Background: an optimization exercise with open tools, aiming at small area, a short achievable clock period and few clock cycles. Do not read the settings as production practice. At most, simulation tests tie the RTL to the original design; equivalence was not proved. No activity file was given, so power comes from the tool's default toggle rates.

==> v38 <==
==> flow/design.v <==
package mult_div_unit_pkg;
  localparam int MD_DATA_W    = 32;
  localparam int MD_DIV_STEPS = 32;
  localparam logic [5:0] FUNCT_MFHI  = 6'h10;
  localparam logic [5:0] FUNCT_MTHI  = 6'h11;
  localparam logic [5:0] FUNCT_MFLO  = 6'h12;
  localparam logic [5:0] FUNCT_MTLO  = 6'h13;
  localparam logic [5:0] FUNCT_MULT  = 6'h18;
  localparam logic [5:0] FUNCT_MULTU = 6'h19;
  localparam logic [5:0] FUNCT_DIV   = 6'h1A;
  localparam logic [5:0] FUNCT_DIVU  = 6'h1B;
  typedef enum logic [2:0] {
    MD_IDLE = 3'd0,
    MD_MUL  = 3'd1,
    MD_NORM = 3'd2,
    MD_DIV  = 3'd3,
    MD_FIX  = 3'd4
  } md_state_e;
  function automatic logic md_is_long_op(input logic [5:0] funct);
    md_is_long_op = (funct[5:2] == 4'b0110);
  endfunction
  function automatic logic md_is_signed_op(input logic [5:0] funct);
    md_is_signed_op = (funct == FUNCT_MULT) || (funct == FUNCT_DIV);
  endfunction
endpackage
module mult_div_unit_lzc (
  input  logic [31:0] x,
  output logic [5:0]  n
);
  always_comb begin
    n = 6'd32;
    for (int i = 0; i < 32; i++) begin
      if (x[i]) n = 6'(31 - i);
    end
  end
endmodule
module mult_div_unit_booth_dec (
  input  logic [2:0] w,
  output logic [2:0] sel
);
  always_comb begin
    sel[0] = w[0] ^ w[1];
    sel[1] = (w[2] & ~w[1] & ~w[0]) | (~w[2] & w[1] & w[0]);
    sel[2] = w[2] & ~(w[1] & w[0]);
  end
endmodule
module mult_div_unit_booth_row (
  input  logic [32:0] a,
  input  logic [2:0]  sel,
  output logic [34:0] pp
);
  logic [34:0] mag;
  always_comb begin
    mag = ({35{sel[0]}} & {{2{a[32]}}, a}) | ({35{sel[1]}} & {a[32], a, 1'b0});
    pp  = mag ^ {35{sel[2]}};
  end
endmodule
module mult_div_unit #(
  parameter int DATA_W    = mult_div_unit_pkg::MD_DATA_W,
  parameter int DIV_STEPS = mult_div_unit_pkg::MD_DIV_STEPS
) (
  input  logic              clk,
  input  logic              rst,
  input  logic              flush,
  input  logic              en,
  input  logic [5:0]        funct,
  input  logic [DATA_W-1:0] operand_1,
  input  logic [DATA_W-1:0] operand_2,
  output logic              busy,
  output logic [DATA_W-1:0] hi,
  output logic [DATA_W-1:0] lo,
  output logic              done
);
  mult_div_unit_pkg::md_state_e state;
  logic        last_q;       
  logic [4:0]  cnt_q;        
  logic [5:0]  sel_q;        
  logic        neg_quot_q;
  logic        neg_rem_q;
  logic [31:0] hi_q;
  logic [31:0] lo_q;
  logic [32:0] a_q;          
  logic [32:0] b_q;          
  logic [63:0] acc_q;        
  logic        start, start_mul, start_signed;
  logic [32:0] op1_x, op2_x;
  logic [31:0] op1_mag, op2_mag;
  logic        op2_zero;
  logic [31:0] diff_sign;
  logic [8:1]  fits;
  logic [4:0]  k_init;
  logic [36:0] b_ext_in;
  logic [4:0]  win_init;
  logic [5:0]  sel_init;
  always_comb begin
    start        = en && !flush && (state == mult_div_unit_pkg::MD_IDLE) && mult_div_unit_pkg::md_is_long_op(funct);
    start_mul    = !funct[1];
    start_signed = !funct[0];
    op1_x        = {start_signed & operand_1[31], operand_1};
    op2_x        = {start_signed & operand_2[31], operand_2};
    op1_mag      = (start_signed && operand_1[31]) ? -operand_1 : operand_1;
    op2_mag      = (start_signed && operand_2[31]) ? -operand_2 : operand_2;
    op2_zero     = (operand_2 == 32'd0);
    diff_sign    = operand_2 ^ {32{op2_x[32]}};
    for (int k = 1; k <= 8; k++) fits[k] = (diff_sign >> (4*k-1)) == 32'd0;
    k_init = 5'd8;
    for (int k = 8; k >= 1; k--) if (fits[k]) k_init = 5'(k - 1);
    b_ext_in = {{3{op2_x[32]}}, op2_x, 1'b0};
    win_init = b_ext_in[36:32];
    for (int j = 0; j < 8; j++) if (fits[j+1] && (j == 0 || !fits[j])) win_init = b_ext_in[4*j +: 5];
  end
  mult_div_unit_booth_dec u_dec_i0 (.w(win_init[2:0]), .sel(sel_init[2:0]));
  mult_div_unit_booth_dec u_dec_i1 (.w(win_init[4:2]), .sel(sel_init[5:3]));
  logic [34:0] pp0, pp1;
  logic [41:0] csa_x, csa_y, csa_z, csa_s, csa_c, u;
  logic [23:0] up_inc, up_dec, up_next;
  logic [63:0] acc_next;
  logic [36:0] b_ext;
  logic [4:0]  cnt_dec;
  logic [4:0]  win_next;
  logic [5:0]  sel_next;
  mult_div_unit_booth_row u_row0 (.a(a_q), .sel(sel_q[2:0]), .pp(pp0));
  mult_div_unit_booth_row u_row1 (.a(a_q), .sel(sel_q[5:3]), .pp(pp1));
  always_comb begin
    csa_x    = {2'b00, acc_q[35:0], 1'b0, sel_q[5], 1'b0, sel_q[2]};
    csa_y    = {{7{pp0[34]}}, pp0};
    csa_z    = {{5{pp1[34]}}, pp1, 2'b00};
    csa_s    = csa_x ^ csa_y ^ csa_z;
    csa_c    = {(csa_x[40:0] & csa_y[40:0]) | (csa_x[40:0] & csa_z[40:0]) | (csa_y[40:0] & csa_z[40:0]), 1'b0};
    u        = csa_s + csa_c;
    up_inc   = acc_q[59:36] + 24'd1;
    up_dec   = acc_q[59:36] - 24'd1;
    up_next  = u[41] ? up_dec : (u[40] ? up_inc : acc_q[59:36]);
    acc_next = {up_next, u[39:0]};
    cnt_dec  = cnt_q - 5'd1;
    b_ext    = {{3{b_q[32]}}, b_q, 1'b0};
    win_next = 5'd0;
    for (int j = 0; j < 8; j++) if (cnt_dec[2:0] == 3'(j)) win_next = b_ext[4*j +: 5];
  end
  mult_div_unit_booth_dec u_dec_n0 (.w(win_next[2:0]), .sel(sel_next[2:0]));
  mult_div_unit_booth_dec u_dec_n1 (.w(win_next[4:2]), .sel(sel_next[5:3]));
  logic [5:0]  clz_a, clz_b;
  logic [6:0]  shamt;
  logic [4:0]  sh;
  logic [32:0] dsub;
  logic        qbit;
  logic [31:0] rem_next, quot_next;
  logic        need_fix;
  mult_div_unit_lzc u_lzc_a (.x(a_q[31:0]), .n(clz_a));
  mult_div_unit_lzc u_lzc_b (.x(b_q[31:0]), .n(clz_b));
  always_comb begin
    shamt     = {1'b0, clz_b} - {1'b0, clz_a};
    sh        = shamt[6] ? 5'd0 : shamt[4:0];
    dsub      = {1'b0, a_q[31:0]} - {1'b0, b_q[31:0]};
    qbit      = !dsub[32];
    rem_next  = qbit ? dsub[31:0] : a_q[31:0];
    quot_next = {acc_q[30:0], qbit};
    need_fix  = neg_quot_q || neg_rem_q;
  end
  always_ff @(posedge clk) begin
    if (rst) begin
      state  <= mult_div_unit_pkg::MD_IDLE;
      last_q <= 1'b0;
      hi_q   <= '0;
      lo_q   <= '0;
    end else if (flush) begin
      state  <= mult_div_unit_pkg::MD_IDLE;
      last_q <= 1'b0;
    end else begin
      case (state)
        mult_div_unit_pkg::MD_IDLE: begin
          if (start) begin
            if (start_mul) begin
              a_q    <= op1_x;
              b_q    <= op2_x;
              acc_q  <= '0;
              cnt_q  <= k_init;
              sel_q  <= sel_init;
              last_q <= (k_init == 5'd0);
              state  <= mult_div_unit_pkg::MD_MUL;
            end else begin
              a_q        <= {1'b0, op1_mag};
              b_q        <= {1'b0, op2_mag};
              neg_quot_q <= start_signed && (operand_1[31] ^ operand_2[31]);
              neg_rem_q  <= start_signed && operand_1[31];
              last_q     <= op2_zero;
              state      <= mult_div_unit_pkg::MD_NORM;
            end
          end else if (en && (funct == mult_div_unit_pkg::FUNCT_MTHI)) begin
            hi_q <= operand_1;
          end else if (en && (funct == mult_div_unit_pkg::FUNCT_MTLO)) begin
            lo_q <= operand_1;
          end
        end
        mult_div_unit_pkg::MD_MUL: begin
          acc_q  <= acc_next;
          cnt_q  <= cnt_dec;
          sel_q  <= sel_next;
          last_q <= (cnt_q == 5'd1);
          if (last_q) begin
            hi_q  <= acc_next[63:32];
            lo_q  <= acc_next[31:0];
            state <= mult_div_unit_pkg::MD_IDLE;
          end
        end
        mult_div_unit_pkg::MD_NORM: begin
          b_q    <= b_q << sh;
          cnt_q  <= sh;
          acc_q  <= '0;
          last_q <= (sh == 5'd0) && !need_fix;
          state  <= last_q ? mult_div_unit_pkg::MD_IDLE : mult_div_unit_pkg::MD_DIV;
          if (last_q) last_q <= 1'b0;
        end
        mult_div_unit_pkg::MD_DIV: begin
          a_q    <= {1'b0, rem_next};
          b_q    <= b_q >> 1;
          acc_q  <= {32'd0, quot_next};
          cnt_q  <= cnt_dec;
          last_q <= ((cnt_q == 5'd1) && !need_fix) || ((cnt_q == 5'd0) && need_fix);
          if (cnt_q == 5'd0) begin
            if (last_q) begin
              hi_q  <= rem_next;
              lo_q  <= quot_next;
              state <= mult_div_unit_pkg::MD_IDLE;
            end else begin
              state <= mult_div_unit_pkg::MD_FIX;
            end
          end
        end
        mult_div_unit_pkg::MD_FIX: begin
          hi_q   <= neg_rem_q ? -a_q[31:0] : a_q[31:0];
          lo_q   <= neg_quot_q ? -acc_q[31:0] : acc_q[31:0];
          last_q <= 1'b0;
          state  <= mult_div_unit_pkg::MD_IDLE;
        end
        default: state <= mult_div_unit_pkg::MD_IDLE;
      endcase
    end
  end
  assign busy = mult_div_unit_pkg::md_is_long_op(funct) && !last_q;
  assign done = last_q && !flush;
  assign hi   = hi_q;
  assign lo   = lo_q;
endmodule
==> flow/run.sh <==
#!/bin/bash
# synth_recipe.tcl (not shown) runs the flow's synth.tcl, then flattens the netlist and writes it again
# the make line also repeats each setting of config.mk as NAME=value (left out here)
make -C /OpenROAD-flow-scripts/flow DESIGN_CONFIG=/design/flow/config.mk WORK_HOME=/design/flow/orfs CLKGATE_MAP_FILE= SYNTH_SCRIPT=/design/flow/synth_recipe.tcl finish
==> flow/config.mk <==
export PLATFORM = sky130hd
export DESIGN_NAME = mult_div_unit
export DESIGN_NICKNAME = mult_div_unit
export VERILOG_FILES = /design/flow/design.v
export SDC_FILE = /design/flow/constraint.sdc
export NUM_CORES = 4
export LEC_CHECK = 0
export CAP_MARGIN = 20
export CORE_MARGIN = 2
export CORE_UTILIZATION = 40
export SETUP_SLACK_MARGIN = 5
export SLEW_MARGIN = 20
==> flow/constraint.sdc <==
create_clock -name core_clock -period 10.0 [get_ports {clk}]
set_input_delay 2.0000 -clock core_clock [delete_from_list [all_inputs] [get_ports {clk}]]
set_output_delay 2.0000 -clock core_clock [all_outputs]
set_load 0.01 [all_outputs]
==> inputs of v1, as changes to v38 <==
--- a/flow/design.v
+++ b/flow/design.v
@@ -15,5 +15,6 @@
     MD_NORM = 3'd2,
     MD_DIV  = 3'd3,
-    MD_FIX  = 3'd4
+    MD_FIX  = 3'd4,
+    MD_ABS  = 3'd5
   } md_state_e;
   function automatic logic md_is_long_op(input logic [5:0] funct);
@@ -28,9 +29,34 @@
   output logic [5:0]  n
 );
-  always_comb begin
-    n = 6'd32;
-    for (int i = 0; i < 32; i++) begin
-      if (x[i]) n = 6'(31 - i);
-    end
+  logic [15:0] v1;
+  logic [15:0] c1;
+  logic [7:0]  v2;
+  logic [15:0] c2;
+  logic [3:0]  v3;
+  logic [11:0] c3;
+  logic [1:0]  v4;
+  logic [7:0]  c4;
+  logic        v5;
+  logic [4:0]  c5;
+  always_comb begin
+    for (int i = 0; i < 16; i++) begin
+      v1[i] = x[2*i+1] | x[2*i];
+      c1[i] = ~x[2*i+1];
+    end
+    for (int i = 0; i < 8; i++) begin
+      v2[i]         = v1[2*i+1] | v1[2*i];
+      c2[2*i +: 2]  = v1[2*i+1] ? {1'b0, c1[2*i+1]} : {1'b1, c1[2*i]};
+    end
+    for (int i = 0; i < 4; i++) begin
+      v3[i]         = v2[2*i+1] | v2[2*i];
+      c3[3*i +: 3]  = v2[2*i+1] ? {1'b0, c2[2*(2*i+1) +: 2]} : {1'b1, c2[2*(2*i) +: 2]};
+    end
+    for (int i = 0; i < 2; i++) begin
+      v4[i]         = v3[2*i+1] | v3[2*i];
+      c4[4*i +: 4]  = v3[2*i+1] ? {1'b0, c3[3*(2*i+1) +: 3]} : {1'b1, c3[3*(2*i) +: 3]};
+    end
+    v5 = v4[1] | v4[0];
+    c5 = v4[1] ? {1'b0, c4[7:4]} : {1'b1, c4[3:0]};
+    n  = v5 ? {1'b0, c5} : 6'd32;
   end
 endmodule
@@ -85,12 +111,25 @@
   logic        start, start_mul, start_signed;
   logic [32:0] op1_x, op2_x;
-  logic [31:0] op1_mag, op2_mag;
   logic        op2_zero;
-  logic [31:0] diff_sign;
-  logic [8:1]  fits;
-  logic [4:0]  k_init;
-  logic [36:0] b_ext_in;
+  logic [4:0]  k1, k2;
+  logic [4:0]  win1, win2;
+  logic        swap;
   logic [4:0]  win_init;
   logic [5:0]  sel_init;
+  function automatic logic [9:0] md_chunks(input logic [32:0] x);
+    logic [31:0] d;
+    logic [8:1]  f;
+    logic [36:0] e;
+    logic [4:0]  k;
+    logic [4:0]  w;
+    d = x[31:0] ^ {32{x[32]}};
+    for (int i = 1; i <= 8; i++) f[i] = (d >> (4*i-1)) == 32'd0;
+    e = {{3{x[32]}}, x, 1'b0};
+    k = 5'd8;
+    w = e[36:32];
+    for (int i = 8; i >= 1; i--) if (f[i]) k = 5'(i - 1);
+    for (int j = 0; j < 8; j++) if (f[j+1] && (j == 0 || !f[j])) w = e[4*j +: 5];
+    md_chunks = {k, w};
+  endfunction
   always_comb begin
     start        = en && !flush && (state == mult_div_unit_pkg::MD_IDLE) && mult_div_unit_pkg::md_is_long_op(funct);
@@ -99,14 +138,9 @@
     op1_x        = {start_signed & operand_1[31], operand_1};
     op2_x        = {start_signed & operand_2[31], operand_2};
-    op1_mag      = (start_signed && operand_1[31]) ? -operand_1 : operand_1;
-    op2_mag      = (start_signed && operand_2[31]) ? -operand_2 : operand_2;
     op2_zero     = (operand_2 == 32'd0);
-    diff_sign    = operand_2 ^ {32{op2_x[32]}};
-    for (int k = 1; k <= 8; k++) fits[k] = (diff_sign >> (4*k-1)) == 32'd0;
-    k_init = 5'd8;
-    for (int k = 8; k >= 1; k--) if (fits[k]) k_init = 5'(k - 1);
-    b_ext_in = {{3{op2_x[32]}}, op2_x, 1'b0};
-    win_init = b_ext_in[36:32];
-    for (int j = 0; j < 8; j++) if (fits[j+1] && (j == 0 || !fits[j])) win_init = b_ext_in[4*j +: 5];
+    {k1, win1}   = md_chunks(op1_x);
+    {k2, win2}   = md_chunks(op2_x);
+    swap         = start_mul && (k1 < k2);
+    win_init     = swap ? win1 : win2;
   end
   mult_div_unit_booth_dec u_dec_i0 (.w(win_init[2:0]), .sel(sel_init[2:0]));
@@ -146,4 +180,5 @@
   logic        qbit;
   logic [31:0] rem_next, quot_next;
+  logic [31:0] a_neg, b_neg;
   logic        need_fix;
   mult_div_unit_lzc u_lzc_a (.x(a_q[31:0]), .n(clz_a));
@@ -156,4 +191,6 @@
     rem_next  = qbit ? dsub[31:0] : a_q[31:0];
     quot_next = {acc_q[30:0], qbit};
+    a_neg     = -a_q[31:0];
+    b_neg     = -b_q[31:0];
     need_fix  = neg_quot_q || neg_rem_q;
   end
@@ -171,19 +208,18 @@
         mult_div_unit_pkg::MD_IDLE: begin
           if (start) begin
+            a_q        <= swap ? op2_x : op1_x;
+            b_q        <= swap ? op1_x : op2_x;
+            acc_q      <= '0;
+            neg_quot_q <= op1_x[32] ^ op2_x[32];
+            neg_rem_q  <= op1_x[32];
             if (start_mul) begin
-              a_q    <= op1_x;
-              b_q    <= op2_x;
-              acc_q  <= '0;
-              cnt_q  <= k_init;
+              cnt_q  <= swap ? k1 : k2;
               sel_q  <= sel_init;
-              last_q <= (k_init == 5'd0);
+              last_q <= ((swap ? k1 : k2) == 5'd0);
               state  <= mult_div_unit_pkg::MD_MUL;
             end else begin
-              a_q        <= {1'b0, op1_mag};
-              b_q        <= {1'b0, op2_mag};
-              neg_quot_q <= start_signed && (operand_1[31] ^ operand_2[31]);
-              neg_rem_q  <= start_signed && operand_1[31];
-              last_q     <= op2_zero;
-              state      <= mult_div_unit_pkg::MD_NORM;
+              last_q <= op2_zero;
+              state  <= (op1_x[32] || op2_x[32]) && !op2_zero ? mult_div_unit_pkg::MD_ABS
+                                                               : mult_div_unit_pkg::MD_NORM;
             end
           end else if (en && (funct == mult_div_unit_pkg::FUNCT_MTHI)) begin
@@ -204,8 +240,12 @@
           end
         end
+        mult_div_unit_pkg::MD_ABS: begin
+          a_q   <= {1'b0, a_q[32] ? a_neg : a_q[31:0]};
+          b_q   <= {1'b0, b_q[32] ? b_neg : b_q[31:0]};
+          state <= mult_div_unit_pkg::MD_NORM;
+        end
         mult_div_unit_pkg::MD_NORM: begin
           b_q    <= b_q << sh;
           cnt_q  <= sh;
-          acc_q  <= '0;
           last_q <= (sh == 5'd0) && !need_fix;
           state  <= last_q ? mult_div_unit_pkg::MD_IDLE : mult_div_unit_pkg::MD_DIV;
@@ -219,4 +259,5 @@
           last_q <= ((cnt_q == 5'd1) && !need_fix) || ((cnt_q == 5'd0) && need_fix);
           if (cnt_q == 5'd0) begin
+            b_q <= {1'b0, quot_next};
             if (last_q) begin
               hi_q  <= rem_next;
@@ -229,6 +270,6 @@
         end
         mult_div_unit_pkg::MD_FIX: begin
-          hi_q   <= neg_rem_q ? -a_q[31:0] : a_q[31:0];
-          lo_q   <= neg_quot_q ? -acc_q[31:0] : acc_q[31:0];
+          hi_q   <= neg_rem_q ? a_neg : a_q[31:0];
+          lo_q   <= neg_quot_q ? b_neg : b_q[31:0];
           last_q <= 1'b0;
           state  <= mult_div_unit_pkg::MD_IDLE;
==> inputs of v22, as changes to v38 <==
--- a/flow/design.v
+++ b/flow/design.v
@@ -10,10 +10,9 @@
   localparam logic [5:0] FUNCT_DIV   = 6'h1A;
   localparam logic [5:0] FUNCT_DIVU  = 6'h1B;
-  typedef enum logic [2:0] {
-    MD_IDLE = 3'd0,
-    MD_MUL  = 3'd1,
-    MD_NORM = 3'd2,
-    MD_DIV  = 3'd3,
-    MD_FIX  = 3'd4
+  typedef enum logic [1:0] {
+    MD_IDLE = 2'd0,
+    MD_MUL  = 2'd1,
+    MD_NORM = 2'd2,
+    MD_DIV  = 2'd3
   } md_state_e;
   function automatic logic md_is_long_op(input logic [5:0] funct);
@@ -35,23 +34,18 @@
   end
 endmodule
-module mult_div_unit_booth_dec (
-  input  logic [2:0] w,
-  output logic [2:0] sel
-);
-  always_comb begin
-    sel[0] = w[0] ^ w[1];
-    sel[1] = (w[2] & ~w[1] & ~w[0]) | (~w[2] & w[1] & w[0]);
-    sel[2] = w[2] & ~(w[1] & w[0]);
-  end
-endmodule
 module mult_div_unit_booth_row (
   input  logic [32:0] a,
-  input  logic [2:0]  sel,
-  output logic [34:0] pp
+  input  logic [2:0]  w,
+  output logic [34:0] pp,
+  output logic        neg
 );
+  logic one, two;
   logic [34:0] mag;
   always_comb begin
-    mag = ({35{sel[0]}} & {{2{a[32]}}, a}) | ({35{sel[1]}} & {a[32], a, 1'b0});
-    pp  = mag ^ {35{sel[2]}};
+    one = w[0] ^ w[1];
+    two = (w[2] & ~w[1] & ~w[0]) | (~w[2] & w[1] & w[0]);
+    neg = w[2] & ~(w[1] & w[0]);
+    mag = one ? {{2{a[32]}}, a} : (two ? {a[32], a, 1'b0} : 35'd0);
+    pp  = neg ? ~mag : mag;
   end
 endmodule
@@ -75,5 +69,5 @@
   logic        last_q;       
   logic [4:0]  cnt_q;        
-  logic [5:0]  sel_q;        
+  logic [4:0]  win_q;        
   logic        neg_quot_q;
   logic        neg_rem_q;
@@ -92,5 +86,4 @@
   logic [36:0] b_ext_in;
   logic [4:0]  win_init;
-  logic [5:0]  sel_init;
   always_comb begin
     start        = en && !flush && (state == mult_div_unit_pkg::MD_IDLE) && mult_div_unit_pkg::md_is_long_op(funct);
@@ -107,21 +100,18 @@
     for (int k = 8; k >= 1; k--) if (fits[k]) k_init = 5'(k - 1);
     b_ext_in = {{3{op2_x[32]}}, op2_x, 1'b0};
-    win_init = b_ext_in[36:32];
-    for (int j = 0; j < 8; j++) if (fits[j+1] && (j == 0 || !fits[j])) win_init = b_ext_in[4*j +: 5];
-  end
-  mult_div_unit_booth_dec u_dec_i0 (.w(win_init[2:0]), .sel(sel_init[2:0]));
-  mult_div_unit_booth_dec u_dec_i1 (.w(win_init[4:2]), .sel(sel_init[5:3]));
+    win_init = 5'd0;
+    for (int j = 0; j < 9; j++) if (k_init == 5'(j)) win_init = b_ext_in[4*j +: 5];
+  end
   logic [34:0] pp0, pp1;
+  logic        neg0, neg1;
   logic [41:0] csa_x, csa_y, csa_z, csa_s, csa_c, u;
-  logic [23:0] up_inc, up_dec, up_next;
   logic [63:0] acc_next;
   logic [36:0] b_ext;
   logic [4:0]  cnt_dec;
   logic [4:0]  win_next;
-  logic [5:0]  sel_next;
-  mult_div_unit_booth_row u_row0 (.a(a_q), .sel(sel_q[2:0]), .pp(pp0));
-  mult_div_unit_booth_row u_row1 (.a(a_q), .sel(sel_q[5:3]), .pp(pp1));
-  always_comb begin
-    csa_x    = {2'b00, acc_q[35:0], 1'b0, sel_q[5], 1'b0, sel_q[2]};
+  mult_div_unit_booth_row u_row0 (.a(a_q), .w(win_q[2:0]), .pp(pp0), .neg(neg0));
+  mult_div_unit_booth_row u_row1 (.a(a_q), .w(win_q[4:2]), .pp(pp1), .neg(neg1));
+  always_comb begin
+    csa_x    = {2'b00, acc_q[35:0], 1'b0, neg1, 1'b0, neg0};
     csa_y    = {{7{pp0[34]}}, pp0};
     csa_z    = {{5{pp1[34]}}, pp1, 2'b00};
@@ -129,8 +119,5 @@
     csa_c    = {(csa_x[40:0] & csa_y[40:0]) | (csa_x[40:0] & csa_z[40:0]) | (csa_y[40:0] & csa_z[40:0]), 1'b0};
     u        = csa_s + csa_c;
-    up_inc   = acc_q[59:36] + 24'd1;
-    up_dec   = acc_q[59:36] - 24'd1;
-    up_next  = u[41] ? up_dec : (u[40] ? up_inc : acc_q[59:36]);
-    acc_next = {up_next, u[39:0]};
+    acc_next = {acc_q[59:36] + {{22{u[41]}}, u[41:40]}, u[39:0]};
     cnt_dec  = cnt_q - 5'd1;
     b_ext    = {{3{b_q[32]}}, b_q, 1'b0};
@@ -138,6 +125,4 @@
     for (int j = 0; j < 8; j++) if (cnt_dec[2:0] == 3'(j)) win_next = b_ext[4*j +: 5];
   end
-  mult_div_unit_booth_dec u_dec_n0 (.w(win_next[2:0]), .sel(sel_next[2:0]));
-  mult_div_unit_booth_dec u_dec_n1 (.w(win_next[4:2]), .sel(sel_next[5:3]));
   logic [5:0]  clz_a, clz_b;
   logic [6:0]  shamt;
@@ -145,6 +130,5 @@
   logic [32:0] dsub;
   logic        qbit;
-  logic [31:0] rem_next, quot_next;
-  logic        need_fix;
+  logic [31:0] rem_next, quot_next, rem_fix, quot_fix;
   mult_div_unit_lzc u_lzc_a (.x(a_q[31:0]), .n(clz_a));
   mult_div_unit_lzc u_lzc_b (.x(b_q[31:0]), .n(clz_b));
@@ -156,5 +140,6 @@
     rem_next  = qbit ? dsub[31:0] : a_q[31:0];
     quot_next = {acc_q[30:0], qbit};
-    need_fix  = neg_quot_q || neg_rem_q;
+    rem_fix   = neg_rem_q ? -rem_next : rem_next;
+    quot_fix  = neg_quot_q ? -quot_next : quot_next;
   end
   always_ff @(posedge clk) begin
@@ -176,5 +161,5 @@
               acc_q  <= '0;
               cnt_q  <= k_init;
-              sel_q  <= sel_init;
+              win_q  <= win_init;
               last_q <= (k_init == 5'd0);
               state  <= mult_div_unit_pkg::MD_MUL;
@@ -196,5 +181,5 @@
           acc_q  <= acc_next;
           cnt_q  <= cnt_dec;
-          sel_q  <= sel_next;
+          win_q  <= win_next;
           last_q <= (cnt_q == 5'd1);
           if (last_q) begin
@@ -208,5 +193,5 @@
           cnt_q  <= sh;
           acc_q  <= '0;
-          last_q <= (sh == 5'd0) && !need_fix;
+          last_q <= (sh == 5'd0);
           state  <= last_q ? mult_div_unit_pkg::MD_IDLE : mult_div_unit_pkg::MD_DIV;
           if (last_q) last_q <= 1'b0;
@@ -217,20 +202,10 @@
           acc_q  <= {32'd0, quot_next};
           cnt_q  <= cnt_dec;
-          last_q <= ((cnt_q == 5'd1) && !need_fix) || ((cnt_q == 5'd0) && need_fix);
-          if (cnt_q == 5'd0) begin
-            if (last_q) begin
-              hi_q  <= rem_next;
-              lo_q  <= quot_next;
-              state <= mult_div_unit_pkg::MD_IDLE;
-            end else begin
-              state <= mult_div_unit_pkg::MD_FIX;
-            end
+          last_q <= (cnt_q == 5'd1);
+          if (last_q) begin
+            hi_q  <= rem_fix;
+            lo_q  <= quot_fix;
+            state <= mult_div_unit_pkg::MD_IDLE;
           end
-        end
-        mult_div_unit_pkg::MD_FIX: begin
-          hi_q   <= neg_rem_q ? -a_q[31:0] : a_q[31:0];
-          lo_q   <= neg_quot_q ? -acc_q[31:0] : acc_q[31:0];
-          last_q <= 1'b0;
-          state  <= mult_div_unit_pkg::MD_IDLE;
         end
         default: state <= mult_div_unit_pkg::MD_IDLE;
--- a/flow/config.mk
+++ b/flow/config.mk
@@ -9,4 +9,3 @@
 export CORE_MARGIN = 2
 export CORE_UTILIZATION = 40
-export SETUP_SLACK_MARGIN = 5
 export SLEW_MARGIN = 20
==> comparison table <==
quantity                                                             v22                         v1                        v38
Status                                           complete, no violations    complete, no violations    complete, no violations
Complex-gate fraction of the synthesized area                      0.249                      0.272                      0.285
Number of clock buffers inserted by TritonCTS                         26                         29                         28
Crit path arrival time                                           9.02 ns                    5.51 ns                    5.42 ns
Yosys Warn Count                                                       3                          6                          5
Number of clock buffers in the layout                                 29                         34                         42
Post-synth net total                                                3086                       3352                       3070
Fraction of power spent switching nets                             0.293                      0.305                      0.277
DIE WIDTH                                                         243 µm                     252 µm                     242 µm
Worst setup endpoint                               hi_q[30]$_SDFFE_PP0P_          b_q[29]$_DFFE_PP_           b_q[9]$_DFFE_PP_
XOR/XNOR Fraction of Synth Area                                   0.0966                     0.0890                      0.103
Routed length per placed instance                                23.9 µm                    32.4 µm                    24.9 µm
Startpoint of the tightest hold check path         lo_q[25]$_SDFFE_PP0P_      lo_q[20]$_SDFFE_PP0P_      lo_q[21]$_SDFFE_PP0P_
Critical path's slowest cell                       sky130_fd_sc_hd__ha_2  sky130_fd_sc_hd__edfxtp_1  sky130_fd_sc_hd__edfxtp_1
Layout buffering overhead excluding clock cells                   0.0636                      0.138                      0.101
Multi-input gate share of the layout cell area                     0.634                      0.613                      0.613
Met2 usage                                                         0.480                      0.587                      0.486
Placed instance area                                           24700 µm²                  26700 µm²                  24400 µm²
Testbench counts of v22, summed over its fixed seeds: cycles 33,720.
Only the layout flow was run in v38 and v1; the RTL was not checked for function there.

-- port drivers added, routing unchanged --
How much do the figures lean on ideal ports? The routed layouts below were timed once more, with nothing changed but the port constraints.
Step 1 sets driving cells, clkbuf_16 on the clock port and buf_2 on the other inputs (assumed; they add their load-dependent delay and slew).
Step 2 adds t to the input delays and takes it off the output delays; t is the mean of the earliest and latest rising clock arrival at the registers after step 1. Input paths then give back, and output paths get back, about the clock's delay inside the block.
Three values: no drivers, after step 1, after step 2; two values: the first two.
run | shift t [ns] | slack for setup (ns) | latest minus earliest clock arrival (ns)
v38 | 0.654 | 4.909 / 4.909 / 4.540 | 0.029 / 0.028
v1 | 0.649 | 4.837 / 4.837 / 4.234 | 0.019 / 0.019
v22 | 0.633 | 1.396 / 1.396 / 1.396 | 0.014 / 0.015
After both steps setup and hold are still met in every run listed. The setup slack of v1, which loses most, moves by 0.000 ns with the drivers and by -0.603 ns with both steps.
